Background: an optimization exercise with open tools, aiming at small area, a short achievable clock period and few clock cycles per item. Do not read the settings as production practice.
The RTL was checked by simulation tests, not by an equivalence proof against the original design.
Power is estimated from default activity; no workload was simulated.

## break_edge_histogram
module break_edge_histogram
#(
   parameter int MAX_EDGES = 16,
   parameter int AGE_LIMIT = 2000
) (
   input  wire logic                    clock,
   input  wire logic                    reset,
   input  wire logic                    psel,
   input  wire logic                    penable,
   input  wire logic                    pwrite,
   input  wire logic [PADDR_W-1:0]      paddr,
   input  wire logic [PDATA_W-1:0]      pwdata,
   output logic      [PDATA_W-1:0]      prdata,
   output logic                         pready,
   input  wire logic                    req_valid,
   output logic                         req_ready,
   input  wire logic [1:0]              req_type,
   input  wire logic [SLOT_W-1:0]       req_slot,
   input  wire logic [EDGE_W-1:0]       req_edge_value,
   input  wire logic [AGE_W-1:0]        req_age,
   input  wire logic                    req_age_missing,
   input  wire logic signed [CNT_W-1:0] req_count,
   output logic                         rsp_valid,
   input  wire logic                    rsp_ready,
   output logic [1:0]                   rsp_status,
   output logic [SLOT_W-1:0]            rsp_group,
   output logic signed [TOT_W-1:0]      rsp_total,
   output logic [EDGE_W-1:0]            rsp_group_lower,
   output logic [EDGE_W-1:0]            rsp_group_upper
);
Size: roughly 1200 flip-flops, roughly 220 I/O pins, ~0.054 sq mm of cells after synthesis.
Settings: LEC_CHECK=0, CAP_MARGIN=20, CORE_MARGIN=2, CORE_UTILIZATION=40, SLEW_MARGIN=20; clock period 7.0 ns.
run.sh (not shown) runs the stock make flow with config.mk's settings and CLKGATE_MAP_FILE= SYNTH_SCRIPT=/design/flow/synth_recipe.tcl, a recipe that flattens the netlist after the stock synthesis.
Testbench counts at the start, summed over its fixed seeds: cycles 24,024, items 24,000.
Next try:
--- a/flow/config.mk
+++ b/flow/config.mk
@@ -6,6 +6,8 @@
 export NUM_CORES = 4
 export LEC_CHECK = 0
+export ABC_CLOCK_PERIOD_IN_PS = 3500
 export CAP_MARGIN = 20
 export CORE_MARGIN = 2
 export CORE_UTILIZATION = 40
+export SETUP_SLACK_MARGIN = 3.5
 export SLEW_MARGIN = 20
- The new run passed the timing, design-rule and antenna checks
- final cell count came out higher by 3.0%
- combinational power rises by 33%
- core utilization went up by 3.6 points
- register-to-register slack improved by 0.57 ns

* * *

break_edge_histogram, a different RTL version from the one above (not shown whole).
Size: roughly 4,100 cells after synthesis, about 55,000 um^2 of cells after synthesis.
// break_edge_histogram
module break_edge_histogram
#(
   parameter int MAX_EDGES = 16,
   parameter int AGE_LIMIT = 2000
) (
   input  wire logic                    clock,
   input  wire logic                    reset,
   input  wire logic                    psel,
   input  wire logic                    penable,
   input  wire logic                    pwrite,
   input  wire logic [PADDR_W-1:0]      paddr,
   input  wire logic [PDATA_W-1:0]      pwdata,
   output logic      [PDATA_W-1:0]      prdata,
   output logic                         pready,
   input  wire logic                    req_valid,
   output logic                         req_ready,
   input  wire logic [1:0]              req_type,
   input  wire logic [SLOT_W-1:0]       req_slot,
   input  wire logic [EDGE_W-1:0]       req_edge_value,
   input  wire logic [AGE_W-1:0]        req_age,
   input  wire logic                    req_age_missing,
   input  wire logic signed [CNT_W-1:0] req_count,
   output logic                         rsp_valid,
   input  wire logic                    rsp_ready,
   output logic [1:0]                   rsp_status,
   output logic [SLOT_W-1:0]            rsp_group,
   output logic signed [TOT_W-1:0]      rsp_total,
   output logic [EDGE_W-1:0]            rsp_group_lower,
   output logic [EDGE_W-1:0]            rsp_group_upper
);
Settings: LEC_CHECK=0, CAP_MARGIN=20, CORE_MARGIN=2, CORE_UTILIZATION=55, CTS_CLUSTER_DIAMETER=100, CTS_CLUSTER_SIZE=28, SETUP_SLACK_MARGIN=3.8, SLEW_MARGIN=20, TNS_END_PERCENT=0; clock period 7.0 ns.
The baseline ran to the end with no violations.
Testbench counts at the start, summed over its fixed seeds: cycles 24,506, items 24,000.
==> next run, changes <==
Settings changed: CORE_UTILIZATION 55 to 40, CTS_CLUSTER_DIAMETER 100 to unset, CTS_CLUSTER_SIZE 28 to unset, SETUP_SLACK_MARGIN 3.8 to 3.5.
The new run produced a clean layout; synthesized cell count is unchanged; core utilization decreases by 14 points; final area rises by about 6%; die area is higher by about 37%.
==> next run, changes <==
Settings changed: CORE_UTILIZATION 40 to 65, CTS_CLUSTER_DIAMETER set to 100, CTS_CLUSTER_SIZE set to 24, SETUP_SLACK_MARGIN 3.5 to 3.6.
What happened:
- The new run completed with no timing, DRC or antenna violations
- combinational power shrinks by a few percent
- cell area came out lower by a few percent
- global-route usage grows by 16 points
- wire length came out lower by a few percent
- die area falls by well over a third
- power shrinks by about a fifth
- setup slack loses 0.27 ns
- final cell count decreases by roughly a tenth
- register-to-register slack degrades by 0.27 ns
- area after synthesis stays the same
- count of clock-buffer cells in the layout decreases by 79

* * *

break_edge_histogram again, from the RTL that the note above started with.
Design break_edge_histogram, start of the top module:
module break_edge_histogram
#(
   parameter int MAX_EDGES = 16,
   parameter int AGE_LIMIT = 2000
) (
   input  wire logic                    clock,
   input  wire logic                    reset,
   input  wire logic                    psel,
   input  wire logic                    penable,
   input  wire logic                    pwrite,
   input  wire logic [PADDR_W-1:0]      paddr,
   input  wire logic [PDATA_W-1:0]      pwdata,
   output logic      [PDATA_W-1:0]      prdata,
   output logic                         pready,
   input  wire logic                    req_valid,
   output logic                         req_ready,
   input  wire logic [1:0]              req_type,
   input  wire logic [SLOT_W-1:0]       req_slot,
   input  wire logic [EDGE_W-1:0]       req_edge_value,
   input  wire logic [AGE_W-1:0]        req_age,
   input  wire logic                    req_age_missing,
   input  wire logic signed [CNT_W-1:0] req_count,
   output logic                         rsp_valid,
   input  wire logic                    rsp_ready,
   output logic [1:0]                   rsp_status,
   output logic [SLOT_W-1:0]            rsp_group,
   output logic signed [TOT_W-1:0]      rsp_total,
   output logic [EDGE_W-1:0]            rsp_group_lower,
   output logic [EDGE_W-1:0]            rsp_group_upper
);
Settings: LEC_CHECK=0, CAP_MARGIN=20, CORE_MARGIN=2, CORE_UTILIZATION=55, CTS_CLUSTER_DIAMETER=100, CTS_CLUSTER_SIZE=24, SETUP_SLACK_MARGIN=3.5, SLEW_MARGIN=20, TNS_END_PERCENT=0; clock period 7.0 ns.
Testbench counts at the start, summed over its fixed seeds: cycles 24,506, items 24,000.
Change:
SETUP_SLACK_MARGIN = 3.8   (was 3.5)
=>
- The changed run completed with no timing, DRC or antenna violations
- final area increases slightly
- hold slack stays flat
- register-to-register slack gets better by 0.10 ns
- power increases slightly
- combinational power increases by a few percent
- die area is unchanged
- setup slack gets better by 0.10 ns
- wire length increases slightly
- first-iteration DRC count increases slightly
- sequential power barely changes
- global-route usage barely changes

## separate check: timing with driven ports
No port has a modelled driver above. Below, the same layouts with a new extraction and two added sets of constraints.
Step 1 assumes that a clkbuf_16 drives the clock port and a buf_2 every other input.
Step 2 also shifts input and output timing later by t, the mid clock arrival at the registers, as if the neighbouring blocks saw the same clock.
a / b / c = ideal ports / drivers / drivers and shift; a / b = the first two.
run | shift t [ns] | slack for setup (ns) | hold slack, ns
the first run of note 1 | 0.833 | 1.004 / 1.060 / 0.227 | 0.416 / 0.416 / 0.416
the second run of note 1 | 0.836 | 2.444 / 2.426 / 1.590 | 0.417 / 0.417 / 0.417
the first run of note 2 | 0.770 | 2.809 / 2.809 / 2.223 | 0.440 / 0.440 / 0.440
the second run of note 2 | 0.847 | 3.034 / 3.034 / 2.264 | 0.428 / 0.428 / 0.428
the third run of note 2 | 0.768 | 2.764 / 2.764 / 2.206 | 0.434 / 0.434 / 0.434
the first run of note 3 | 0.786 | 2.887 / 2.887 / 2.207 | 0.436 / 0.436 / 0.436
the second run of note 3 | 0.784 | 2.990 / 2.990 / 2.314 | 0.435 / 0.435 / 0.435
After both steps setup and hold are still met in every run listed. The setup slack of the second run of note 1, which loses most, moves by -0.018 ns with the drivers and by -0.854 ns with both steps.
